This design comes from an exercise in tuning for small area on the open sky130 flow, not from production work.
In this exercise RTL edits were held to simulation tests only and were not proved equivalent to the original.
Power and IR drop assume default switching activity.

File: config.mk
export PLATFORM = sky130hd
export DESIGN_NAME = branch_predictor
export DESIGN_NICKNAME = branch_predictor
export VERILOG_FILES = /design/flow/design.v
export SDC_FILE = /design/flow/constraint.sdc
export NUM_CORES = 4
export LEC_CHECK = 0
export CAP_MARGIN = 20
export CORE_MARGIN = 2
export CORE_UTILIZATION = 20
export PLACE_DENSITY = 0.35
export SETUP_SLACK_MARGIN = 0.3
export SLEW_MARGIN = 20
File: constraint.sdc
create_clock -name core_clock -period 7.5 [get_ports {CLK}]
set_input_delay 1.5000 -clock core_clock [delete_from_list [all_inputs] [get_ports {CLK}]]
set_output_delay 1.5000 -clock core_clock [all_outputs]
set_load 0.01 [all_outputs]
File: design.v
package cpu_types_pkg;
    typedef logic [31:0] word_t;
    localparam int BP_ENTRIES_DEF  = 16;
    localparam int BP_CNT_BITS_DEF = 2;
    localparam logic [BP_CNT_BITS_DEF-1:0] BP_WEAK_TAKEN = 2'b10;
    localparam int BP_TAG_MAX = 29;
    localparam int BP_CNT_MAX = 8;
    typedef struct packed {
        logic                  valid;
        logic [BP_TAG_MAX-1:0] tag;
        word_t                 target;
        logic [BP_CNT_MAX-1:0] cnt;
    } bp_entry_t;
    function automatic logic [BP_CNT_MAX-1:0] bp_weak_taken(input int width);
        bp_weak_taken = {{(BP_CNT_MAX-1){1'b0}}, 1'b1} << (width - 1);
    endfunction
endpackage
module sat_counter #(
    parameter int WIDTH = 2
) (
    input  logic             CLK,
    input  logic             nRST,
    input  logic             inc,
    input  logic             dec,
    input  logic             load,
    input  logic [WIDTH-1:0] load_val,
    output logic [WIDTH-1:0] count
);
    localparam logic [WIDTH-1:0] CNT_MAX = {WIDTH{1'b1}};
    localparam logic [WIDTH-1:0] CNT_MIN = {WIDTH{1'b0}};
    logic [WIDTH-1:0] count_r;
    always_ff @(posedge CLK or negedge nRST) begin
        if (!nRST) begin
            count_r <= CNT_MIN;
        end else if (load) begin
            count_r <= load_val;
        end else if (inc && (count_r != CNT_MAX)) begin
            count_r <= count_r + WIDTH'(1);
        end else if (dec && (count_r != CNT_MIN)) begin
            count_r <= count_r - WIDTH'(1);
        end
    end
    assign count = count_r;
endmodule
module branch_predictor #(
    parameter int ENTRIES  = cpu_types_pkg::BP_ENTRIES_DEF,
    parameter int CNT_BITS = cpu_types_pkg::BP_CNT_BITS_DEF
) (
    input  logic        CLK,
    input  logic        nRST,
    input  logic [31:0] fetch_pc,
    output logic        predict_taken,
    output logic [31:0] predict_target,
    input  logic        update_en,
    input  logic [31:0] update_pc,
    input  logic        update_taken,
    input  logic [31:0] update_target,
    input  logic        update_mispredict,
    input  logic        bp_clear,
    output logic [31:0] branch_count,
    output logic [31:0] mispredict_count
);
    localparam int IDX   = $clog2(ENTRIES);
    localparam int TAG_W = 30 - IDX;
    logic [ENTRIES-1:0]  valid_r;
    logic [TAG_W-1:0]    tag_r    [ENTRIES];
    logic [31:0]         target_r [ENTRIES];
    logic [1:0]          cnt_r    [ENTRIES];
    logic [IDX-1:0]      fetch_idx_s, upd_idx_s;
    logic [TAG_W-1:0]    fetch_tag_s, upd_tag_s;
    logic                rd_hit_s, upd_hit_s;
    logic [1:0]          upd_cnt_s, upd_cnt_nx_s;
    logic                upd_ok_s;
    logic [29:0]         pc_inc_s;
    assign fetch_idx_s = fetch_pc[IDX+1:2];
    assign fetch_tag_s = fetch_pc[31:IDX+2];
    assign upd_idx_s   = update_pc[IDX+1:2];
    assign upd_tag_s   = update_pc[31:IDX+2];
    logic [ENTRIES-1:0]  fsel_s, usel_s;
    logic [TAG_W-1:0]    rd_tag_s, ud_tag_s;
    logic [31:0]         rd_target_s;
    logic                rd_valid_s, rd_cnt1_s, ud_valid_s;
    always_comb begin
        rd_tag_s = '0; rd_target_s = '0; rd_valid_s = 1'b0; rd_cnt1_s = 1'b0;
        ud_tag_s = '0; ud_valid_s = 1'b0; upd_cnt_s = '0;
        for (int i = 0; i < ENTRIES; i++) begin
            fsel_s[i] = (fetch_idx_s == IDX'(i));
            usel_s[i] = (upd_idx_s == IDX'(i));
            rd_tag_s    = rd_tag_s    | ({TAG_W{fsel_s[i]}} & tag_r[i]);
            rd_target_s = rd_target_s | ({32{fsel_s[i]}} & target_r[i]);
            rd_valid_s  = rd_valid_s  | (fsel_s[i] & valid_r[i]);
            rd_cnt1_s   = rd_cnt1_s   | (fsel_s[i] & cnt_r[i][1]);
            ud_tag_s    = ud_tag_s    | ({TAG_W{usel_s[i]}} & tag_r[i]);
            ud_valid_s  = ud_valid_s  | (usel_s[i] & valid_r[i]);
            upd_cnt_s   = upd_cnt_s   | ({2{usel_s[i]}} & cnt_r[i]);
        end
    end
    assign rd_hit_s       = rd_valid_s && (rd_tag_s == fetch_tag_s);
    assign predict_taken  = rd_hit_s && rd_cnt1_s;
    assign pc_inc_s       = fetch_pc[31:2] + 30'd1;
    assign predict_target = predict_taken ? rd_target_s : {pc_inc_s, fetch_pc[1:0]};
    assign upd_hit_s = ud_valid_s && (ud_tag_s == upd_tag_s);
    always_comb begin
        if (update_taken) begin
            upd_cnt_nx_s[1] = !upd_hit_s || upd_cnt_s[1] || upd_cnt_s[0];
            upd_cnt_nx_s[0] = upd_hit_s && (upd_cnt_s[1] || !upd_cnt_s[0]);
        end else begin
            upd_cnt_nx_s[1] = upd_cnt_s[1] && upd_cnt_s[0];
            upd_cnt_nx_s[0] = upd_cnt_s[1] && !upd_cnt_s[0];
        end
    end
    assign upd_ok_s = update_en && !bp_clear;
    always_ff @(posedge CLK or negedge nRST) begin
        if (!nRST) begin
            valid_r <= '0;
        end else if (bp_clear) begin
            valid_r <= '0;
        end else if (update_en && update_taken) begin
            valid_r[upd_idx_s] <= 1'b1;
        end
    end
    always_ff @(posedge CLK) begin
        if (upd_ok_s && update_taken) begin
            tag_r[upd_idx_s]    <= upd_tag_s;
            target_r[upd_idx_s] <= update_target;
        end
        if (upd_ok_s && (update_taken || upd_hit_s)) begin
            cnt_r[upd_idx_s] <= upd_cnt_nx_s;
        end
    end
    logic [31:0] bc_nx_s, mc_nx_s;
    logic [31:0] branch_count_r, mispredict_count_r;
    sat_inc32 u_bc (.q(branch_count_r),     .en(update_en),                      .d(bc_nx_s));
    sat_inc32 u_mc (.q(mispredict_count_r), .en(update_en && update_mispredict), .d(mc_nx_s));
    always_ff @(posedge CLK or negedge nRST) begin
        if (!nRST) begin
            branch_count_r     <= 32'h0000_0000;
            mispredict_count_r <= 32'h0000_0000;
        end else begin
            branch_count_r     <= bc_nx_s;
            mispredict_count_r <= mc_nx_s;
        end
    end
    assign branch_count     = branch_count_r;
    assign mispredict_count = mispredict_count_r;
endmodule
module sat_inc32 (
    input  logic [31:0] q,
    input  logic        en,
    output logic [31:0] d
);
    logic [32:0] c;
    logic        go;
    logic        lo_ones;
    assign lo_ones = &q[15:0];
    assign go      = en && !(lo_ones && (&q[31:16]));
    always_comb begin
        c[0] = go;
        for (int i = 0; i < 32; i++) begin
            if (i == 16) c[i] = go && lo_ones;
            d[i]   = q[i] ^ c[i];
            c[i+1] = q[i] & c[i];
        end
        c[32] = 1'b0;
    end
endmodule
File: run.sh
#!/bin/bash
# synth_recipe.tcl (not shown) runs the flow's synth.tcl, then flattens the netlist and writes it again
# the make line also repeats each setting of config.mk as NAME=value (left out here)
make -C /OpenROAD-flow-scripts/flow DESIGN_CONFIG=/design/flow/config.mk WORK_HOME=/design/flow/orfs CLKGATE_MAP_FILE= SYNTH_SCRIPT=/design/flow/synth_recipe.tcl finish
==> results of run 1 <==
==> worst paths after layout <==
kind	slack, ns	endpoint	cells after the start	start
max	0.49	predict_target[24]	15	fetch_pc[5]
min	0.49	branch_count_r[15]	1	branch_count_r[15]
max reg2reg	3.20	branch_count_r[31]	20	branch_count_r[8]
min reg2reg	0.49	branch_count_r[15]	1	branch_count_r[15]
max in group asynchronous	5.74	mispredict_count_r[30]	2	nRST
min in group asynchronous	0.66	mispredict_count_r[15]	1	nRST
==> critical path, delay by kind of cell <==
family	cells	cell delay (ns)
AOI/OAI and AO/OA	1	0.15
and+or+nand+nor	6	1.48
buffers and inverters	7	2.16
muxes	1	0.16
==> state kept, by name (all words and copies together), names as in the netlist <==
| register | cells |
|---|---|
| target_r | 512 |
| tag_r | 416 |
| cnt_r | 32 |
| valid_r | 16 |
| branch_count_r | 32 |
| mispredict_count_r | 32 |
==> cells in the mapped netlist (all sizes together), types with 6 or more instances <==
| library cell | number | area share [%] |
|---|---|---|
| edfxtp | 960 | 65 |
| mux2 | 35 | 1.1 |
| a22oi | 226 | 3.8 |
| o211ai | 17 | 0.29 |
| nand3b | 23 | 0.39 |
| a31o | 13 | 0.26 |
| a21oi | 85 | 0.96 |
| a221oi | 141 | 2.8 |
| a31oi | 27 | 0.38 |
| xnor2 | 28 | 0.56 |
| o2bb2ai | 28 | 0.56 |
| and3 | 34 | 0.48 |
| a311oi | 6 | 0.12 |
| mux2i | 66 | 1.5 |
| clkbuf | 107 | 0.91 |
| nand2 | 124 | 1.1 |
| inv | 25 | 0.21 |
| o21ai | 59 | 0.67 |
| nand4b | 7 | 0.14 |
| buf | 116 | 1.3 |
| ha | 69 | 2.0 |
| a22o | 128 | 2.5 |
| nand3 | 102 | 1.2 |
| nor4 | 20 | 0.30 |
| a222oi | 34 | 0.77 |
| nand2b | 9 | 0.13 |
| a211oi | 16 | 0.27 |
| nor3 | 18 | 0.20 |
| nand4 | 90 | 1.3 |
| nor3b | 7 | 0.16 |
| dfrtp | 80 | 4.5 |
| nor2 | 72 | 0.61 |
| o22ai | 23 | 0.33 |
| a32oi | 9 | 0.18 |
| nor2b | 8 | 0.11 |
| mux4 | 6 | 0.31 |
| and3b | 14 | 0.28 |
| and4 | 12 | 0.24 |
| xor2 | 15 | 0.30 |
==> cell type report <==
cell class | count | area, um2 | share of cell area [%]
well taps | 2871 | 3592 | 6.484
flip-flops and latches | 1040 | 30830 | 55.65
clock inverters | 63 | 763.2 | 1.378
clock buffers | 166 | 3430 | 6.191
repair buffers | 426 | 4091 | 7.386
multi-input cells | 1645 | 12580 | 22.70
inverters | 28 | 105.1 | 0.1897
diodes | 4 | 10.01 | 0.01807
==> logic make-up after synthesis <==
family                     after synthesis
DFF                                   1040
AOI/OAI and AO/OA                      862
and+or+nand+nor                        564
buffers and inverters                  251
muxes                                  107
adders and majority gates               69
xor gates and xnor gates                43
==> through the flow <==
stage,instance area (um2),power [mW],TNS [ns],util [%]
after floorplan,44120,7.029,0,-
after global placement,51000,7.743,-1.311,23.23
after detailed placement,51030,7.741,-0.3363,23.25
after CTS,55360,13.98,0,25.22
after global routing,55390,14.25,0,25.23
final,55400,13.80,0,25.24
==> power by group through the flow <==
stage | logic [mW] | registers (mW) | clock network, mW
2_1_floorplan | 0.447 | 6.58 | 0
3_3_place_gp | 1.17 | 6.58 | 0
3_5_place_dp | 1.16 | 6.58 | 0
4_1_cts | 1.17 | 6.46 | 6.35
5_1_grt | 1.23 | 6.47 | 6.56
6_report | 1.17 | 6.46 | 6.17
==> repair_timing <==
item                       CTS  global route
buffers inserted            12             0
cloned                       0             0
gates resized for setup     12            10
pin swaps                    1             0
setup endpoints to repair   32            31
==> routing by layer <==
metal	vias up	routed length (um)	share of wire [%]
met4	4	5946	2.9
li1	12887	-	-
met1	16517	89260	44
met2	1255	97410	48
met3	296	10860	5.3
met5	-	25	0.012
==> run summary, run 1 <==
total CTS buffers 131; Iteration-0 DRC Markers 3467; unique cell type count in the Yosys netlist 80; gate count of the mapped netlist around 2900; Global Route Usage Sum 17.73%; worst hold path type flop to flop; gr busiest metal met2; met3 Use GR 2.684%; XOR/XNOR Fraction of Synth Area less than 1%; Die ar. around 220000 um2; placed instance count 5998; largest family of logic cells by synthesized area compound AO/OA/AOI/OAI gates; Final Setup Violations 0; Avg Inst Size Synth 15.03 um2; total internal power 10.28 mW; Synth Area in Compound Gates approximately 15%; cells along the critical path buf_4 > buf_12 > and3_4 > buf_4 > a222oi_1 > and3_1 > nand3_1 > nand4b_1 > nor4_2 > buf_4 > nand4_4 > buf_12 > mux2i_1 > buf_4 > clkdlybuf4s50_1; Yosys reg bits 1040; GR met2 Demand/Resource 29.43%; drt drc 0; Synth Flop Type edfxtp_1; hpwl dp 125.7 mm; logic gate share of total power 8.5%; maxcap violations 0; Worst slew margin 24.06%; RSZ-0062 raised after global routing no; Post-Synth Adder-Cell Area 1.957%; WHS 0.4946 ns; post-synthesis simple-gate area fraction approximately 7.0%; sw power 3.513 mW; grt met1 use 23.75%; CTS H-tree depth 4; Row Count 172; Async SR Flop Fraction 7.692%; EDFF count, synth 960; pre-CTS WS -0.06342 ns; Final period util between 90% and 100%; final worst slack 0.4888 ns; worst-path maximum fanout 23; Layout area overhead 25.57%; Top Ports 199; Peak Freq 0.1426 GHz; grt total ovfl 0; Final GP Congestion 0.8150; Synth warnings 2; Fin. Hold Viols 0; biggest cell delay along the critical path 0.56 ns; Mapped Area 44120 um2; fin cells 6243; share of cells above drive strength 1 15.59%; fraction of the yosys area taken by sequential cells between 60% and 70%; most frequent cells in the layout edfxtp_1 (960), a22oi_1 (226), buf_4 (201), clkdlybuf4s50_1 (187), a221oi_1 (140); Worst VDD drop ~0.20 mV; crit start category input pin; routed wire length 203.5 mm; initial antenna violation count 22; Routed Antenna Nets 0; CTS Root Cell clkbuf_16; most common cell after layout, fill and taps aside edfxtp_1; core region area approximately 220000 um2; Crit. End Element output pin; leakage 18.10 nW; fin crit period 7.011 ns; Clock power frac 44.7%; hold buffer count at cts 0; vias in the first global route 30721; clock transition at the registers of the reported paths approximately 0.05 ns; first-pass GRT wire length 274.6 mm; Starting Density 20.10%; status finished clean; sequential share of power 46.8%; final setup skew 0.04928 ns; largest net degree at the start of global routing 64; CP dominant cell by count buf_4; Layout Nets 3443; critical path's slowest cell clkdlybuf4s50_1; FILL cells 22652; Die Span Y 473.7 um; Worst-Skew Late Latency 0.81 ns; WL per Instance roughly 33 um; Max clock buf depth 3; multiplexer share of the synthesized area under 10%; clock tree from TritonCTS done; WS Path Type input pin to output pin; Critical Path AT 5.51 ns; Sw Share 25.46%; Slew Viols, Final 0; PwrDens ~250 nW/um2; clock sinks 1040; syn_nets 3107; Worst Tran Pin Value 1.136 ns; DR pass1 iterations 9; Chip Width 473.7 um; post-DR vias/cell 4.959; Vias 30959; Crit path required time 6.00 ns; number of I/O port buffers 196
==> run 2, diff against run 1 <==
--- a/design.v
+++ b/design.v
@@ -80,21 +80,30 @@
     logic [TAG_W-1:0]    rd_tag_s, ud_tag_s;
     logic [31:0]         rd_target_s;
     logic                rd_valid_s, rd_cnt1_s, ud_valid_s;
+    logic [ENTRIES-1:0] col_tag_s [TAG_W];
+    logic [ENTRIES-1:0] col_tgt_s [32];
+    logic [ENTRIES-1:0] col_cnt_s [2];
     always_comb begin
-        rd_tag_s = '0; rd_target_s = '0; rd_valid_s = 1'b0; rd_cnt1_s = 1'b0;
-        ud_tag_s = '0; ud_valid_s = 1'b0; upd_cnt_s = '0;
         for (int i = 0; i < ENTRIES; i++) begin
             fsel_s[i] = (fetch_idx_s == IDX'(i));
             usel_s[i] = (upd_idx_s == IDX'(i));
-            rd_tag_s    = rd_tag_s    | ({TAG_W{fsel_s[i]}} & tag_r[i]);
-            rd_target_s = rd_target_s | ({32{fsel_s[i]}} & target_r[i]);
-            rd_valid_s  = rd_valid_s  | (fsel_s[i] & valid_r[i]);
-            rd_cnt1_s   = rd_cnt1_s   | (fsel_s[i] & cnt_r[i][1]);
-            ud_tag_s    = ud_tag_s    | ({TAG_W{usel_s[i]}} & tag_r[i]);
-            ud_valid_s  = ud_valid_s  | (usel_s[i] & valid_r[i]);
-            upd_cnt_s   = upd_cnt_s   | ({2{usel_s[i]}} & cnt_r[i]);
-        end
-    end
+            for (int b = 0; b < TAG_W; b++) col_tag_s[b][i] = tag_r[i][b];
+            for (int b = 0; b < 32; b++)    col_tgt_s[b][i] = target_r[i][b];
+            for (int b = 0; b < 2; b++)     col_cnt_s[b][i] = cnt_r[i][b];
+        end
+    end
+    for (genvar b = 0; b < TAG_W; b++) begin : g_tag
+        onehot_mux #(.N(ENTRIES)) u_rd (.sel(fsel_s), .d(col_tag_s[b]), .q(rd_tag_s[b]));
+        onehot_mux #(.N(ENTRIES)) u_ud (.sel(usel_s), .d(col_tag_s[b]), .q(ud_tag_s[b]));
+    end
+    for (genvar b = 0; b < 32; b++) begin : g_tgt
+        onehot_mux #(.N(ENTRIES)) u_rd (.sel(fsel_s), .d(col_tgt_s[b]), .q(rd_target_s[b]));
+    end
+    onehot_mux #(.N(ENTRIES)) u_rd_valid (.sel(fsel_s), .d(valid_r),      .q(rd_valid_s));
+    onehot_mux #(.N(ENTRIES)) u_rd_cnt1  (.sel(fsel_s), .d(col_cnt_s[1]), .q(rd_cnt1_s));
+    onehot_mux #(.N(ENTRIES)) u_ud_valid (.sel(usel_s), .d(valid_r),      .q(ud_valid_s));
+    onehot_mux #(.N(ENTRIES)) u_ud_cnt1  (.sel(usel_s), .d(col_cnt_s[1]), .q(upd_cnt_s[1]));
+    onehot_mux #(.N(ENTRIES)) u_ud_cnt0  (.sel(usel_s), .d(col_cnt_s[0]), .q(upd_cnt_s[0]));
     assign rd_hit_s       = rd_valid_s && (rd_tag_s == fetch_tag_s);
     assign predict_taken  = rd_hit_s && rd_cnt1_s;
     assign pc_inc_s       = fetch_pc[31:2] + 30'd1;
@@ -164,3 +173,29 @@
         c[32] = 1'b0;
     end
 endmodule
+module onehot_mux #(
+    parameter int N = 16
+) (
+    input  logic [N-1:0] sel,
+    input  logic [N-1:0] d,
+    output logic         q
+);
+    localparam int G = N / 3;
+    localparam int R = N - 3 * G;
+    logic [G-1:0] y;
+    for (genvar g = 0; g < G; g++) begin : g_grp
+        aoi222 u_g (.s(sel[3*g+2:3*g]), .d(d[3*g+2:3*g]), .y(y[g]));
+    end
+    if (R > 0) begin : g_rest
+        assign q = ~&{y, ~(sel[N-1:3*G] & d[N-1:3*G])};
+    end else begin : g_norest
+        assign q = ~&y;
+    end
+endmodule
+module aoi222 (
+    input  logic [2:0] s,
+    input  logic [2:0] d,
+    output logic       y
+);
+    assign y = ~|(s & d);
+endmodule
--- a/config.mk
+++ b/config.mk
@@ -7,7 +7,9 @@
 export LEC_CHECK = 0
 export CAP_MARGIN = 20
 export CORE_MARGIN = 2
-export CORE_UTILIZATION = 20
-export PLACE_DENSITY = 0.35
-export SETUP_SLACK_MARGIN = 0.3
+export CORE_UTILIZATION = 40
+export CTS_BUF_LIST = sky130_fd_sc_hd__clkbuf_4 sky130_fd_sc_hd__clkbuf_8
+export PLACE_DENSITY = 0.55
+export SETUP_SLACK_MARGIN = 0.1
 export SLEW_MARGIN = 20
+export SYNTH_HIERARCHICAL = 1
==> run 2 against run 1 <==
First-iteration DRC count is 58% higher. Worst setup slack worse by 0.32 ns. Utilization is 24 points higher. Global-route usage is 8.3 points higher. Synthesized cell count is 25% lower. Non-clock buffer count is 33 lower. Largest power group unchanged. Power is 11% lower.
==> run summary, run 2 <==
status finished clean; Worst slew margin 29.58% (+5.5 points); Layout area overhead 22.38%; WHS 0.5003 ns (+0.005732 ns); largest net degree at the start of global routing 81 (+27%); clock sinks 1040 (unchanged); Fin. Hold Viols 0 (unchanged); leakage 16.36 nW (-9.6%); vias in the first global route 26934 (-12%); fin crit period 7.336 ns (+0.3243 ns); Die Span Y 320.8 um (-32%); WS Path Type input pin to output pin; Sw Share 22.86% (-2.6 points); post-synth top area cell edfxtp_1; Vias 27311 (-12%); Routed Antenna Nets 0 (unchanged); WL per Instance 32.75 um (+0.48%); critical path's slowest cell clkdlybuf4s50_1; hpwl dp 80.72 mm (-36%); Layout Nets 2935 (-15%); crit path to predict_taken; Crit path required time 6.00 ns (about the same); number of I/O port buffers 196 (unchanged); flop-to-flop setup slack 3.42 ns (+0.22 ns); count leader, synth edfxtp_1; Die ar. 102900 um2 (-54%); Largest register FFs 512 (unchanged); largest register by flop count target_r; Peak Freq 0.1363 GHz (-4.4%); clock tree from TritonCTS done; FILL cells 8269 (-63%); final setup skew 0.02790 ns (-0.02138 ns); worst hold path type flop to flop; RR Endpoint mispredict_count_r[15]; crit start category input pin; top post-synthesis cells by count edfxtp_1 (960), a222oi_1 (445), nand4_1 (126); reg2reg path depth 19 (-5.0%); XOR/XNOR Fraction of Synth Area 1.898% (+1.0 points); Global Route Usage Sum 26.01% (+8.3 points); Worst-Skew Late Latency 0.87 ns (+0.06 ns); Final Setup Violations 0 (unchanged); top cell type's share of synthesized area 71.82% (+6.5 points); Synth Area in Compound Gates 11.42% (-3.6 points); Synth Flop Type edfxtp_1; placed instance count 3858 (-36%); biggest cell delay along the critical path 0.54 ns (-0.02 ns); Final Power 12.26 mW (-11%); fraction of the yosys area taken by sequential cells 76.81% (+6.9 points); largest family of logic cells by synthesized area compound AO/OA/AOI/OAI gates; Worst VDD drop 0.1612 mV (-20%); gate count of the mapped netlist 2212 (-25%); RSZ-0062 raised after global routing yes; Slew Viols, Final 0 (unchanged); multiplexer share of the synthesized area 0.8977% (-2.0 points); Clock power frac 40.4% (-4.3 points); cells along the critical path dlygate4sd2_1 > buf_4 > and3_4 > buf_4 > buf_4 > buf_4 > a222oi_1 > and3_1 > nand4_1 > xnor2_2 > buf_4 > buf_4 > buf_4 > buf_4 > buf_4 > buf_4 > buf_4 > buf_4 > nand4_1 > nor3_1 > buf_4 > clkdlybuf4s50_1; drt drc 0 (unchanged); initial antenna violation count 8 (-64%); total CTS buffers 171 (+31%); Final period util 97.81% (+4.3 points); clock transition at the registers of the reported paths 0.06 ns (about the same); Mapped Area 40140 um2 (-9.0%); final worst slack 0.1645 ns (-0.3243 ns); biggest regs target_r x512, tag_r x416; pre-CTS WS -0.1430 ns (-0.07961 ns); DR pass1 iterations 10 (+1); sw power 2.801 mW (-20%); critical path launch point fetch_pc[5]; Chip Width 320.8 um (-32%); post-synthesis simple-gate area fraction 6.290% (-0.71 points); syn_nets 2383 (-23%); most common cell after layout, fill and taps aside edfxtp_1; CTS Root Cell clkbuf_8; EDFF count, synth 960 (unchanged); most frequent cells in the layout edfxtp_1 (960), a222oi_1 (445), clkdlybuf4s50_1 (181), clkbuf_8 (179), buf_4 (167); routed wire length 137.1 mm (-33%); Synth warnings 14 (+12); Avg Inst Size Synth 18.15 um2 (+21%); Async SR Flop Fraction 7.692% (unchanged); reg-to-reg critical path startpoint mispredict_count_r[8]; worst-path maximum fanout 8 (-65%); Worst Tran Pin Value 1.056 ns (-0.08023 ns); maxcap violations 0 (unchanged); logic gate share of total power 6.9% (-1.6 points); fin cells 4185 (-33%); grt total ovfl 0 (unchanged); CP dominant cell by count buf_4; Crit. End Element output pin; total internal power 9.455 mW (-8.1%); Iteration-0 DRC Markers 5474 (+58%); post-DR vias/cell 6.526 (+32%); PwrDens 249.5 nW/um2 (+0.19%); sequential share of power 52.7% (+5.9 points); core region area 99860 um2 (-55%); Starting Density 40.20% (+20 points); Row Count 116 (-33%); first-pass GRT wire length 191.5 mm (-30%); Critical Path AT 5.84 ns (+0.33 ns); Final GP Congestion 0.8693 (+6.7%); Max clock buf depth 3 (unchanged); share of cells above drive strength 1 19.11% (+3.5 points); Top Ports 199 (unchanged); Yosys reg bits 1040 (unchanged); unique cell type count in the Yosys netlist 36 (-55%); Post-Synth Adder-Cell Area 2.151% (+0.19 points); CTS H-tree depth 4 (unchanged); largest cells by area after synthesis edfxtp_1 (72%), a222oi_1 (11%), dfrtp_1 (5.0%), ha_1 (2.2%), nand4_1 (2.0%)
## run 2: worst min-delay path by stage
stage,slack [ns],endpoint,depth (start not counted),startpoint
floorplan,0.48,valid_r[0],2,valid_r[0]
global route,0.53,mispredict_count_r[31],1,mispredict_count_r[31]
CTS,0.50,branch_count_r[31],1,branch_count_r[31]
finish,0.50,branch_count_r[31],1,branch_count_r[31]
global placement,0.48,mispredict_count_r[15],1,mispredict_count_r[15]
detailed placement,0.49,branch_count_r[31],1,branch_count_r[31]
## run 2: final cells by class
class | instances | area [um2] | share of cell area, %
Antenna cell | 4 | 10.01 | 0.02038
Clock buffer | 236 | 2892 | 5.886
Clock inverter | 56 | 494.2 | 1.006
Inverter | 31 | 116.4 | 0.2369
Multi-Input combinational cell | 1127 | 9351 | 19.04
Sequential cell | 1040 | 30830 | 62.76
Tap cell | 1298 | 1624 | 3.306
Timing Repair Buffer | 393 | 3807 | 7.750
## run 2: repair_timing
action                                  4_1_cts  5_1_grt
setup buffers                                26        0
pin swaps                                    11       13
gates resized for setup                      13       21
gates cloned                                  3        1
hold buffers                                  0        0
endpoints found under the setup margin       32       33
endpoints found under the hold margin         0        0
## run 2: per-module statistics from Yosys, one instance, submodules excluded, excerpt
module | cell area, um2 | cells | copies in the design | flops+latches
aoi222 | 10.01 | 1 | 445 | 0
sat_inc32 | 478.0 | 44 | 2 | 0
branch_predictor | 33280 | 1412 | 1 | 1040
## run 2: metal layers
| metal | global-route usage [%] | vias to the layer above | share of wire (%) | wire (um) |
|---|---|---|---|---|
| met5 | 0 | - | 0.050 | 68 |
| met1 | 35.08 | 13974 | 38 | 52470 |
| met2 | 41.37 | 1887 | 47 | 64250 |
| met4 | 8.235 | 10 | 2.8 | 3831 |
| li1 | - | 11154 | - | - |
| met3 | 6.712 | 286 | 12 | 16460 |
## run 2: logic make-up after synthesis
group                    Yosys count
AO/OA/AOI/OAI                    468
XOR/XNOR                          87
adder cells (fa/ha/maj)           69
buffers and inverters             49
flip-flops                      1040
multiplexers                      32
AND/OR/NAND/NOR                  467
## run 2: metrics by stage
stage                     util (%)  setup TNS [ns]  cell area [um2]
final                        49.20               0            49120
after global routing         49.19               0            49120
after global placement       45.35          -3.089            45280
after detailed placement     45.40          -3.397            45330
after CTS                    49.11               0            49040
after floorplan                  -               0            40140
## run 2: power groups by stage
stage / registers, mW / clock network [mW] / logic (mW)
after floorplan: 6.58 / 0 / 0.302
after global placement: 6.57 / 0 / 0.785
after detailed placement: 6.58 / 0 / 0.799
after CTS: 6.46 / 5.04 / 0.826
after global routing: 6.46 / 5.29 / 0.882
final: 6.46 / 4.96 / 0.842
## run 2: critical path: cells and delay by family
kind / cells / cell delay, ns
AND/OR/NAND/NOR: 5 / 1.12
buffers and inverters: 15 / 2.58
XOR/XNOR: 1 / 0.28
AO/OA/AOI/OAI: 1 / 0.34
==> run 3, diff against run 2 <==
==> config.mk (replaced) <==
export PLATFORM = sky130hd
export DESIGN_NAME = branch_predictor
export DESIGN_NICKNAME = branch_predictor
export VERILOG_FILES = /design/flow/design.v
export SDC_FILE = /design/flow/constraint.sdc
export NUM_CORES = 4
export LEC_CHECK = 0
export CAP_MARGIN = 0
export CORE_MARGIN = 2
export CORE_UTILIZATION = 60
export CTS_BUF_LIST = sky130_fd_sc_hd__clkbuf_8
export CTS_CLUSTER_DIAMETER = 60
export CTS_CLUSTER_SIZE = 18
export PLACE_DENSITY = 0.75
export SETUP_SLACK_MARGIN = 0.1
export SLEW_MARGIN = 0
export SYNTH_HIERARCHICAL = 1
==> run 3 against run 2 <==
Still clean on timing, DRC and antenna. Sequential cell count stayed put. Wire length is 12% lower. Sequential share of layout area is 4.3 points higher. Cell count is 16% lower. Power is 20% lower. Non-clock buffer count is 41 lower. Critical path type unchanged. Critical endpoint is now predict_target[31]. Largest cell class unchanged. Largest power group unchanged.
==> run summary, run 3 <==
Largest register FFs 512 (unchanged); Starting Density 60.84% (+21 points); clock sinks 1040 (unchanged); gate count of the mapped netlist 2212 (unchanged); Critical Path AT 5.86 ns (+0.02 ns); placed instance count 3393 (-12%); fraction of the yosys area taken by sequential cells 76.81% (unchanged); final setup skew 0.02635 ns (-0.001553 ns); RR Endpoint branch_count_r[15]; min-delay src branch_count_r[31]; met3 Use GR 9.970% (+3.3 points); reg-to-reg critical path startpoint branch_count_r[0]; core region area 65980 um2 (-34%); final worst slack 0.1378 ns (-0.02669 ns); crit path to predict_target[31]; routed wire length 120.9 mm (-12%); Fin. Hold Viols 0 (unchanged); Global Route Usage Sum 34.46% (+8.5 points); flop-to-flop setup slack 3.24 ns (-0.18 ns); share of cells above drive strength 1 12.49% (-6.6 points); Vias 26795 (-1.9%); post-synth top area cell edfxtp_1; Final Setup Violations 0 (unchanged); count leader, synth edfxtp_1; Top Ports 199 (unchanged); WS Path Type input pin to output pin; Final Power 9.853 mW (-20%); vias in the first global route 26102 (-3.1%); Chip Width 262.7 um (-18%); crit start category input pin; final setup TNS 0 ns (unchanged); fin cells 3521 (-16%); GR met2 Demand/Resource 52.75% (+11 points); Crit. End Element output pin; Avg Inst Size Synth 18.15 um2 (unchanged); largest cells by area after synthesis edfxtp_1 (72%), a222oi_1 (11%), dfrtp_1 (5.0%), ha_1 (2.2%), nand4_1 (2.0%); cells along the critical path clkdlybuf4s15_2 > nor2_2 > and2_4 > buf_12 > a222oi_1 > and3_1 > nand4_1 > xor2_1 > nor4_2 > nand4_1 > nor4b_4 > buf_4 > buf_4 > bufbuf_16 > mux2_2 > dlygate4sd2_1; clock tree from TritonCTS done; worst path bufs/invs 6 (-9); grt total ovfl 0 (unchanged); WHS 0.5096 ns (+0.009254 ns); Crit path required time 6.00 ns (about the same); first-pass GRT wire length 172.7 mm (-9.8%); clock transition at the registers of the reported paths 0.10 ns (+0.04 ns); pre-CTS WS -0.02004 ns (+0.1230 ns); drt drc 0 (unchanged); Async SR Flop Fraction 7.692% (unchanged); critical path launch point fetch_pc[4]; Synth Flop Type edfxtp_1; Synth warnings 14 (unchanged); status finished clean; Peak Freq 0.1358 GHz (-0.36%); DR pass1 iterations 11 (+1); hold buffer count at cts 0 (unchanged); hpwl dp 70.85 mm (-12%); maxcap violations 0 (unchanged); Worst Tran Pin Value 1.398 ns (+0.3413 ns); Routed Antenna Nets 0 (unchanged); Max clock buf depth 3 (unchanged); largest register by flop count target_r; most frequent cells in the layout edfxtp_1 (960), a222oi_1 (445), clkdlybuf4s50_1 (160), buf_4 (137), nand4_1 (126); Die ar. 68990 um2 (-33%); Die Span Y 262.7 um (-18%); WL per Instance 34.35 um (+4.9%); EDFF count, synth 960 (unchanged); CTS Root Cell clkbuf_8; Final GP Congestion 0.9427 (+8.4%); worst hold path type flop to flop; post-DR vias/cell 7.610 (+17%); top post-synthesis cells by count edfxtp_1 (960), a222oi_1 (445), nand4_1 (126); number of I/O port buffers 196 (unchanged); worst-path maximum fanout 14 (+6); gr busiest metal met2; Yosys reg bits 1040 (unchanged); Worst slew margin 6.612% (-23 points); largest net degree at the start of global routing 81 (unchanged); most common cell after layout, fill and taps aside edfxtp_1; Slew Viols, Final 0 (unchanged); critical path's slowest cell clkdlybuf4s15_2; Levels on crit path 16 (-27%); Mapped Area 40140 um2 (unchanged); Worst VDD drop 0.1974 mV (+22%); leakage 15.06 nW (-7.9%); Row Count 94 (-19%); total CTS buffers 69 (-60%); biggest cell delay along the critical path 0.46 ns (-0.08 ns); grt met1 use 46.45% (+11 points); fin crit period 7.362 ns (+0.02669 ns); CTS H-tree depth 3 (-1); Worst-Skew Late Latency 0.73 ns (-0.14 ns); initial antenna violation count 8 (unchanged); PwrDens 214.4 nW/um2 (-14%); syn_nets 2383 (unchanged); RSZ-0062 raised after global routing no; unique cell type count in the Yosys netlist 36 (unchanged); Layout Nets 2794 (-4.8%); Iteration-0 DRC Markers 6440 (+18%); Layout area overhead 14.49%; reg2reg path depth 19 (unchanged); top cell type's share of synthesized area 71.82% (unchanged); kind of cell adding the most delay to the critical path simple AND/OR/NAND/NOR gates; biggest regs target_r x512, tag_r x416; Final period util 98.16% (+0.36 points)
run 3: cell counts after synthesis:
No cell type changed its count.
run 3: worst min path at each step:
stage	to	slack, ns	cells past startpoint
2_1_floorplan	valid_r[0]	0.48	2
3_3_place_gp	branch_count_r[15]	0.48	1
3_5_place_dp	branch_count_r[31]	0.49	1
4_1_cts	branch_count_r[31]	0.51	1
5_1_grt	branch_count_r[31]	0.52	1
6_report	branch_count_r[31]	0.51	1
run 3: logic make-up after synthesis:
| logic type | Yosys count | share of synthesized area (%) |
|---|---|---|
| muxes | 32 | 0.8977 |
| adders and majority gates | 69 | 2.151 |
| and+or+nand+nor | 467 | 6.290 |
| xor gates and xnor gates | 87 | 1.898 |
| DFF | 1040 | 76.81 |
| buffers and inverters | 49 | 0.5392 |
| AOI/OAI and AO/OA | 468 | 11.42 |
run 3: area by class of cell:
type,instances,area (um2)
clock inverter,26,152.6
multi-input combinational,1129,9355
timing repair buffer,352,3412
sequential,1040,30830
tap,864,1081
antenna,7,17.52
clock buffer,72,991.0
inverter,31,116.4
fill,4118,20030
run 3: Yosys stat by module, one instance, submodules excluded, excerpt:
| module | cell area (um2) | cells |
|---|---|---|
| branch_predictor | 33280 | 1412 |
| sat_inc32 | 478.0 | 44 |
| aoi222 | 10.01 | 1 |
run 3: metal layers:
| metal | wire [um] | share of wire (%) |
|---|---|---|
| met3 | 19780 | 16 |
| met5 | 37 | 0.031 |
| met1 | 40630 | 34 |
| met2 | 54460 | 45 |
| met4 | 6037 | 5.0 |
run 3: stage by stage:
step                      instance area (um2)  util [%]
final                                   45960     69.65
after global routing                    45940     69.63
after CTS                               45830     69.46
after detailed placement                44460     67.39
after global placement                  44460     67.39
after floorplan                         40140         -
run 3: report_power, final:
| part | switching (mW) | total, mW | leakage, nW | internal, mW |
|---|---|---|---|---|
| clock network | 1.72 | 2.62 | 0.627 | 0.903 |
| registers | 0.0448 | 6.44 | 9.74 | 6.40 |
| logic | 0.481 | 0.791 | 4.69 | 0.309 |
| total | 2.24 | 9.85 | 15.1 | 7.61 |
run 3: timing repair:
action | 4_1_cts | 5_1_grt
gates resized for setup | 31 | 29
setup endpoints to repair | 31 | 32
pin swaps | 12 | 19
cloned | 7 | 0
buffers inserted | 11 | 5
==> run 4, diff against run 3 <==
==> flow/run.sh (new file) <==
#!/bin/bash
# The standard layout (standard.sh), with two changes made through ORFS's own
# variables: ports are buffered with buf_1 instead of the default delay-buffer
# cell, and clock tree synthesis uses sink clusters of up to 18 registers under clkbuf_8
# without dummy loads. make's full output goes to standard.log; ORFS keeps
# each step's log under orfs/logs.
set -euo pipefail
export BUFFER_PORTS_ARGS="-buffer_cell sky130_fd_sc_hd__buf_1"
export CTS_ARGS="-sink_clustering_enable -repair_clock_nets -dont_use_dummy_load -buf_list {sky130_fd_sc_hd__clkbuf_8} -sink_clustering_size 18 -sink_clustering_max_diameter 60"
bash standard.sh > standard.log 2>&1
==> standard.sh (new file) <==
#!/bin/bash
# synth_recipe.tcl (not shown) runs the flow's synth.tcl, then flattens the netlist and writes it again
# the make line also repeats each setting of config.mk as NAME=value (left out here)
make -C /OpenROAD-flow-scripts/flow DESIGN_CONFIG=/design/flow/config.mk WORK_HOME=/design/flow/orfs CLKGATE_MAP_FILE= SYNTH_SCRIPT=/design/flow/synth_recipe.tcl "${@:-finish}"
--- a/config.mk
+++ b/config.mk
@@ -8,9 +8,6 @@
 export CAP_MARGIN = 0
 export CORE_MARGIN = 2
 export CORE_UTILIZATION = 60
-export CTS_BUF_LIST = sky130_fd_sc_hd__clkbuf_8
-export CTS_CLUSTER_DIAMETER = 60
-export CTS_CLUSTER_SIZE = 18
 export PLACE_DENSITY = 0.75
 export SETUP_SLACK_MARGIN = 0.1
 export SLEW_MARGIN = 0
removed: run.sh
==> run 4 against run 3 <==
Still clean. Register-to-register slack gained 0.14 ns. Synthesized area did not move. Via count about the same. Utilization decreased by 3.3 points. Design area down 4.8%. Critical endpoint unchanged. Largest power group unchanged.
==> run summary, run 4 <==
status finished clean; Synth Flop Type edfxtp_1; count leader, synth edfxtp_1; most frequent cells in the layout edfxtp_1 (960), a222oi_1 (445), buf_1 (195), nand4_1 (126), nand2_1 (125); reg2reg path depth 19 (unchanged); Final period util 96.85% (-1.3 points); Chip Width 262.7 um (unchanged); Max clock buf depth 3 (unchanged); vias in the first global route 26308 (+0.79%); flop-to-flop setup slack 3.38 ns (+0.14 ns); syn_nets 2383 (unchanged); top cell type's share of synthesized area 71.82% (unchanged); Worst Tran Pin Value 1.351 ns (-0.04664 ns); Yosys reg bits 1040 (unchanged); Final Setup Violations 0 (unchanged); DR pass1 iterations 11 (unchanged); Final Power 9.632 mW (-2.3%); drt drc 0 (unchanged); Synth warnings 14 (unchanged); Levels on crit path 15 (-1); Async SR Flop Fraction 7.692% (unchanged); hpwl dp 71.45 mm (+0.84%); Slew Viols, Final 0 (unchanged); Peak Freq 0.1377 GHz (+1.4%); largest cells by area after synthesis edfxtp_1 (72%), a222oi_1 (11%), dfrtp_1 (5.0%), ha_1 (2.2%), nand4_1 (2.0%); Worst-Skew Late Latency 0.72 ns (about the same); Layout area overhead 8.993%; Vias 26771 (-0.090%); RSZ-0062 raised after global routing no; Iteration-0 DRC Markers 6455 (+0.23%); fin crit period 7.264 ns (-0.09823 ns); first-pass GRT wire length 173.2 mm (+0.30%); number of I/O port buffers 196 (unchanged); WL per Instance 35.58 um (+3.6%); PwrDens 220.2 nW/um2 (+2.7%); biggest cell delay along the critical path 0.50 ns (+0.04 ns); clock transition at the registers of the reported paths 0.10 ns (about the same); Layout Nets 2730 (-2.3%); kind of cell adding the most delay to the critical path simple AND/OR/NAND/NOR gates; largest net degree at the start of global routing 81 (unchanged); post-synth top area cell edfxtp_1; worst-path maximum fanout 32 (+18); Routed Antenna Nets 0 (unchanged); clock tree from TritonCTS done; Starting Density 60.84% (unchanged); Critical Path AT 5.76 ns (-0.10 ns); Largest register FFs 512 (unchanged); CTS H-tree depth 3 (unchanged); clock sinks 1040 (unchanged); final setup TNS 0 ns (unchanged); fraction of the yosys area taken by sequential cells 76.81% (unchanged); core region area 65980 um2 (unchanged); Final GP Congestion 0.9384 (-0.46%); critical path's slowest cell and3_2; Mapped Area 40140 um2 (unchanged); Crit. End Element output pin; fin cells 3423 (-2.8%); post-DR vias/cell 7.821 (+2.8%); WHS 0.4989 ns (-0.01069 ns); worst hold path type flop to flop; Global Route Usage Sum 34.51% (+0.049 points); WS Path Type input pin to output pin; worst path bufs/invs 5 (-1); final setup skew 0.07363 ns (+0.04728 ns); unique cell type count in the Yosys netlist 36 (unchanged); gate count of the mapped netlist 2212 (unchanged); Fin. Hold Viols 0 (unchanged); reg-to-reg critical path startpoint branch_count_r[0]; biggest regs target_r x512, tag_r x416; top post-synthesis cells by count edfxtp_1 (960), a222oi_1 (445), nand4_1 (126); crit start category input pin; crit path to predict_target[31]; EDFF count, synth 960 (unchanged); Worst VDD drop 0.2137 mV (+8.2%); Die ar. 68990 um2 (unchanged); leakage 13.84 nW (-8.1%); Crit path required time 6.00 ns (about the same); CTS Root Cell clkbuf_8; share of cells above drive strength 1 9.386% (-3.1 points); maxcap violations 0 (unchanged); most common cell after layout, fill and taps aside edfxtp_1; routed wire length 121.8 mm (+0.71%); placed instance count 3351 (-1.2%); Die Span Y 262.7 um (unchanged); grt total ovfl 0 (unchanged); initial antenna violation count 9 (+1); Avg Inst Size Synth 18.15 um2 (unchanged); Row Count 94 (unchanged); critical path launch point fetch_pc[2]; Worst slew margin 9.522% (+2.9 points); Top Ports 199 (unchanged); cells along the critical path buf_1 > inv_1 > ha_1 > and3_2 > a222oi_1 > and3_1 > nand4_1 > xor2_1 > nor4_2 > buf_4 > nand4_1 > nor4b_4 > buf_12 > mux2_2 > buf_1; largest register by flop count target_r; total CTS buffers 70 (+1.4%); RR Endpoint branch_count_r[15]
==> run 4: cell counts after synthesis <==
Identical to the previous run, type by type.
==> run 4: modules after synthesis, one instance, submodules excluded, a selection <==
module	copies in the design	flip-flops and latches
aoi222	445	0
sat_inc32	2	0
branch_predictor	1	1040
==> run 4: what timing repair did <==
action                     in CTS  in global routing
hold buffers                    0                  0
resized for setup               0                  2
buffers inserted                0                  0
setup endpoints to repair       0                 32
==> run 4: power breakdown <==
part / total, mW / leakage, nW / internal [mW] / switching, mW
sequential: 6.44 / 9.74 / 6.40 / 0.0454
combinational: 0.686 / 3.60 / 0.211 / 0.475
clock: 2.50 / 0.503 / 0.844 / 1.66
==> run 4: cell families after synthesis <==
group	Yosys count	synth area share, %
mux	32	0.8977
fa+ha+maj	69	2.151
xor+xnor	87	1.898
flops	1040	76.81
simple gates	467	6.290
buf+inv	49	0.5392
compound gates	468	11.42
==> run 4: area by class of cell <==
cell class / instances / area [um2]
well taps: 864 / 1081
repair buffers: 293 / 1505
multi-input cells: 1123 / 9249
flip-flops and latches: 1040 / 30830
diodes: 2 / 5.005
inverters: 31 / 116.4
fillers: 4324 / 22230
clock buffers: 70 / 963.4
==> run 4: worst min path at each step <==
stage	start	end	slack, ns	cells after the start
after global routing	mispredict_count_r[15]	mispredict_count_r[15]	0.52	1
after floorplan	valid_r[0]	valid_r[0]	0.48	2
after CTS	mispredict_count_r[15]	mispredict_count_r[15]	0.50	1
after global placement	mispredict_count_r[15]	mispredict_count_r[15]	0.48	1
after detailed placement	mispredict_count_r[15]	mispredict_count_r[15]	0.48	1
final	mispredict_count_r[15]	mispredict_count_r[15]	0.50	1
==> run 4: per-stage QoR <==
| step | util (%) | instance area [um2] | setup slack [ns] |
|---|---|---|---|
| after global routing | 66.30 | 43740 | 0.1357 |
| after CTS | 66.29 | 43740 | 0.1831 |
| after detailed placement | 64.83 | 42770 | 0.2185 |
| after floorplan | - | 40140 | 0.9313 |
| after global placement | 64.83 | 42770 | 0.3574 |
| final | 66.31 | 43750 | 0.2360 |
==> run 4: worst reg2reg max path, cell delays in order, from the launching register on <==
cell,delay [ns]
dfrtp_1,0.40
nand4_1,0.11
nor4_1,0.42
a21boi_0,0.16
ha_1,0.21
ha_1,0.18
ha_1,0.18
ha_1,0.19
ha_1,0.19
ha_1,0.18
ha_1,0.19
ha_1,0.19
ha_1,0.18
ha_1,0.17
ha_1,0.18
ha_1,0.18
ha_1,0.18
ha_1,0.18
ha_1,0.18
xor2_1,0.16
==> run 4: per-layer routing <==
layer	vias to the layer above	track usage, %	wire (um)
met4	14	16.34	6616
met3	491	10.87	19970
li1	10598	-	-
met1	13023	44.51	39610
met5	-	0	81
met2	2645	53.85	55520
==> run 5, diff against run 4 <==
==> flow/run.sh (replaced) <==
#!/bin/bash
# The standard layout (standard.sh), with two changes made through ORFS's own
# variables: ports are buffered with buf_1 instead of the default delay-buffer
# cell, and clock tree synthesis uses sink clusters of up to 15 registers under clkbuf_8
# without dummy loads. make's full output goes to standard.log; ORFS keeps
# each step's log under orfs/logs.
set -euo pipefail
export BUFFER_PORTS_ARGS="-buffer_cell sky130_fd_sc_hd__buf_1"
export CTS_ARGS="-sink_clustering_enable -repair_clock_nets -dont_use_dummy_load -buf_list {sky130_fd_sc_hd__clkbuf_8} -sink_clustering_size 15 -sink_clustering_max_diameter 60"
bash standard.sh > standard.log 2>&1
==> run 5 against run 4 <==
Still clean on timing, DRC and antenna. Hold slack got worse by 0.00075 ns. Clock power grew 6%. Fmax hardly changed. Clock-buffer cell count is 10 higher. Sequential share of layout area is 0.23 points lower. Combinational power barely moved. Sequential power is essentially flat. Synthesized cell count stayed put. Global-route usage about the same. Cell count grew 0.35%.
==> run summary, run 5 <==
Chip Width 262.7 um (unchanged); WS Path Type input pin to output pin; Final Power 9.782 mW (+1.6%); most frequent cells in the layout edfxtp_1 (960), a222oi_1 (445), buf_1 (195), nand4_1 (126), nand2_1 (125); count leader, synth edfxtp_1; Global Route Usage Sum 34.56% (+0.050 points); hold buffer count at cts 0 (unchanged); Sw Share 22.64% (+0.034 points); routed wire length 122.1 mm (+0.28%); Synth Area in Compound Gates 11.42% (unchanged); vias in the first global route 26394 (+0.33%); PwrDens 222.8 nW/um2 (+1.2%); Die ar. 68990 um2 (unchanged); M1 WL 40.31 mm (+1.8%); final setup skew 0.05936 ns (-0.01427 ns); top post-synthesis cells by count edfxtp_1 (960), a222oi_1 (445), nand4_1 (126); Crit path required time 6.00 ns (about the same); DR top layer met5; Worst VDD drop 0.2273 mV (+6.4%); XOR/XNOR Fraction of Synth Area 1.898% (unchanged); metal3 WL 19.64 mm (-1.6%); Worst slew margin 7.908% (-1.6 points); final setup TNS 0 ns (unchanged); total internal power 7.567 mW (+1.5%); hpwl dp 71.45 mm (unchanged); gate count of the mapped netlist 2212 (unchanged); cells along the critical path buf_1 > inv_1 > ha_1 > and3_2 > a222oi_1 > and3_1 > nand4_1 > xor2_1 > nor4_2 > buf_4 > nand4_1 > nor4b_4 > buf_12 > mux2_2 > buf_1; worst-path maximum fanout 32 (unchanged); status finished clean; drt drc 0 (unchanged); post-synth top area cell edfxtp_1; largest cells by area after synthesis edfxtp_1 (72%), a222oi_1 (11%), dfrtp_1 (5.0%), ha_1 (2.2%), nand4_1 (2.0%); clock transition at the registers of the reported paths 0.09 ns (about the same); post-DR vias/cell 7.812 (-0.11%); FILL cells 4320 (-0.093%); Routed Antenna Nets 0 (unchanged); Row Count 94 (unchanged); multiplexer share of the synthesized area 0.8977% (unchanged); Layout Nets 2740 (+0.37%); Critical Path AT 5.76 ns (about the same); logic gate share of total power 7.0% (about the same); Clock power frac 27.1% (+1.1 points); total CTS buffers 80 (+14%); Synth Flop Type edfxtp_1; Worst Tran Pin Value 1.375 ns (+0.02409 ns); sw power 2.214 mW (+1.7%); fraction of the yosys area taken by sequential cells 76.81% (unchanged); WL met2 55.79 mm (+0.49%); largest net degree at the start of global routing 81 (unchanged); Worst-Skew Late Latency 0.69 ns (-0.03 ns); biggest cell delay along the critical path 0.50 ns (about the same); largest register by flop count target_r; Die Span Y 262.7 um (unchanged); Mapped Area 40140 um2 (unchanged); Iteration-0 DRC Markers 6324 (-2.0%); Layout area overhead 9.351%; fin crit period 7.262 ns (-0.002284 ns); worst hold path type flop to flop; Post-Synth Adder-Cell Area 2.151% (unchanged); most common cell after layout, fill and taps aside edfxtp_1; Final Setup Violations 0 (unchanged); crit start category input pin; Slew Viols, Final 0 (unchanged); share of cells above drive strength 1 9.739% (+0.35 points); syn_nets 2383 (unchanged); clock tree from TritonCTS done; CTS H-tree depth 3 (unchanged); post-layout util 66.52% (+0.22 points); kind of cell adding the most delay to the critical path simple AND/OR/NAND/NOR gates; initial antenna violation count 8 (-1); top cell type's share of synthesized area 71.82% (unchanged); DR pass1 iterations 10 (-1); Async SR Flop Fraction 7.692% (unchanged); leakage 13.91 nW (+0.52%); Crit. End Element output pin; Final GP Congestion 0.9384 (unchanged); Vias 26834 (+0.24%); sequential share of power 65.9% (-1.0 points); Synth warnings 14 (unchanged); Top Ports 199 (unchanged); Fin. Hold Viols 0 (unchanged); post-synthesis simple-gate area fraction 6.290% (unchanged); first-pass GRT wire length 173.7 mm (+0.27%); critical path's slowest cell and3_2; core region area 65980 um2 (unchanged); grt total ovfl 0 (unchanged); CTS Root Cell clkbuf_8; maxcap violations 0 (unchanged); worst path bufs/invs 5 (unchanged); Yosys reg bits 1040 (unchanged); clock sinks 1040 (unchanged); Largest register FFs 512 (unchanged); largest family of logic cells by synthesized area compound AO/OA/AOI/OAI gates; Avg Inst Size Synth 18.15 um2 (unchanged); EDFF count, synth 960 (unchanged); Final period util 96.82% (about the same); number of I/O port buffers 196 (unchanged); Peak Freq 0.1377 GHz (about the same); Max clock buf depth 3 (unchanged); RSZ-0062 raised after global routing no; unique cell type count in the Yosys netlist 36 (unchanged); biggest regs target_r x512, tag_r x416; Starting Density 60.84% (unchanged); WL per Instance 35.56 um (about the same)
## run 5: cell counts after synthesis
No cell type changed its count.
## run 5: cell type report
cell class / count / area [um2] / area share (%)
multi-input cells: 1123 / 9250 / 21.07
inverters: 31 / 116.4 / 0.2651
well taps: 864 / 1081 / 2.463
repair buffers: 293 / 1505 / 3.429
flip-flops and latches: 1040 / 30830 / 70.24
clock buffers: 80 / 1101 / 2.508
diodes: 4 / 10.01 / 0.02280
## run 5: Yosys stat by module (local to each module, per instance), a selection
module            flip-flops and latches  area, um2
aoi222                                 0      10.01
branch_predictor                    1040      33280
sat_inc32                              0      478.0
## run 5: path summary, 6_finish.rpt
| check | start | endpoint | slack (ns) | cells past startpoint |
|---|---|---|---|---|
| worst min-delay path | mispredict_count_r[15] | mispredict_count_r[15] | 0.50 | 1 |
| max in group asynchronous | nRST | mispredict_count_r[27] | 5.78 | 1 |
| worst max-delay path | fetch_pc[2] | predict_target[21] | 0.24 | 15 |
| min in group asynchronous | nRST | mispredict_count_r[15] | 1.04 | 1 |
| worst max register to register | branch_count_r[0] | branch_count_r[15] | 3.40 | 19 |
| worst min register to register | mispredict_count_r[15] | mispredict_count_r[15] | 0.50 | 1 |
## run 5: per-layer routing
| layer | vias up | GRT usage (%) |
|---|---|---|
| li1 | 10618 | - |
| met1 | 13183 | 44.95 |
| met2 | 2526 | 53.95 |
| met3 | 497 | 10.66 |
| met4 | 10 | 15.81 |
| met5 | - | 0 |
## run 5: power groups by stage
| stage | Clock, mW | Sequential, mW | Combinational, mW |
|---|---|---|---|
| floorplan | 0 | 6.58 | 0.302 |
| CTS | 2.65 | 6.44 | 0.663 |
| global route | 2.83 | 6.45 | 0.718 |
| finish | 2.65 | 6.44 | 0.687 |
| detailed placement | 0 | 6.58 | 0.659 |
| global placement | 0 | 6.57 | 0.634 |
## run 5: cell families after synthesis
logic type               count (synthesis)
XOR/XNOR                                87
AND/OR/NAND/NOR                        467
AO/OA/AOI/OAI                          468
buffers and inverters                   49
flip-flops                            1040
multiplexers                            32
adder cells (fa/ha/maj)                 69
## run 5: metrics by stage
stage                     std cells  hold WS, ns  instance area [um2]  worst slack, ns
final                          3435       0.4981                43890           0.2383
after CTS                      3431       0.4994                43870           0.1831
after detailed placement       3351       0.4830                42770           0.2185
after global placement         3351       0.4757                42770           0.3574
after global routing           3431       0.5160                43880           0.1296
after floorplan                2212       0.4818                40140           0.9313
## run 5: worst reg2reg max path, stage by stage, from the launching register on
cell	delay [ns]
dfrtp_1	0.40
nand4_1	0.11
nor4_1	0.41
a21boi_0	0.16
ha_1	0.21
ha_1	0.18
ha_1	0.18
ha_1	0.19
ha_1	0.19
ha_1	0.18
ha_1	0.19
ha_1	0.19
ha_1	0.18
ha_1	0.17
ha_1	0.18
ha_1	0.18
ha_1	0.18
ha_1	0.18
ha_1	0.18
xor2_1	0.16
## run 5: what timing repair did
action | CTS | global route
endpoints found under the setup margin | 0 | 32
resized for setup | 0 | 3
setup buffers | 0 | 0
hold endpoints to repair | 0 | 0

re-timing with driven ports:
In the flow no input, the clock included, has a driving cell. The finished layouts below were timed again as built, in two steps.
Step 1 (the two cells are an assumption about what drives the block):
set clk [get_ports {CLK}]
set_driving_cell -lib_cell sky130_fd_sc_hd__clkbuf_16 $clk
set_driving_cell -lib_cell sky130_fd_sc_hd__buf_2 [delete_from_list [all_inputs] $clk]
Step 2 also shifts input and output timing later by t, the mid clock arrival at the registers, as if the neighbouring blocks saw the same clock.
a / b / c = ideal ports / drivers / drivers and shift; a / b = the first two.
run	t, ns	setup slack, ns	clock arrival spread, ns	slew at the worst register clock pin (ns)	worst data-port slew with drivers (ns)
run 1	0.866	0.489 / 0.464 / 0.464	0.086 / 0.086	0.06 / 0.06	0.27
run 2	0.917	0.164 / 0.135 / 0.135	0.042 / 0.042	0.07 / 0.07	0.19
run 3	0.774	0.138 / 0.118 / 0.118	0.039 / 0.039	0.12 / 0.12	0.15
run 4	0.753	0.236 / 0.206 / 0.206	0.078 / 0.078	0.12 / 0.12	0.16
run 5	0.758	0.238 / 0.209 / 0.209	0.113 / 0.113	0.10 / 0.10	0.16
After both steps setup and hold are still met in every run listed. The setup slack of run 4, which loses most, moves by -0.030 ns with the drivers and by -0.030 ns with both steps.
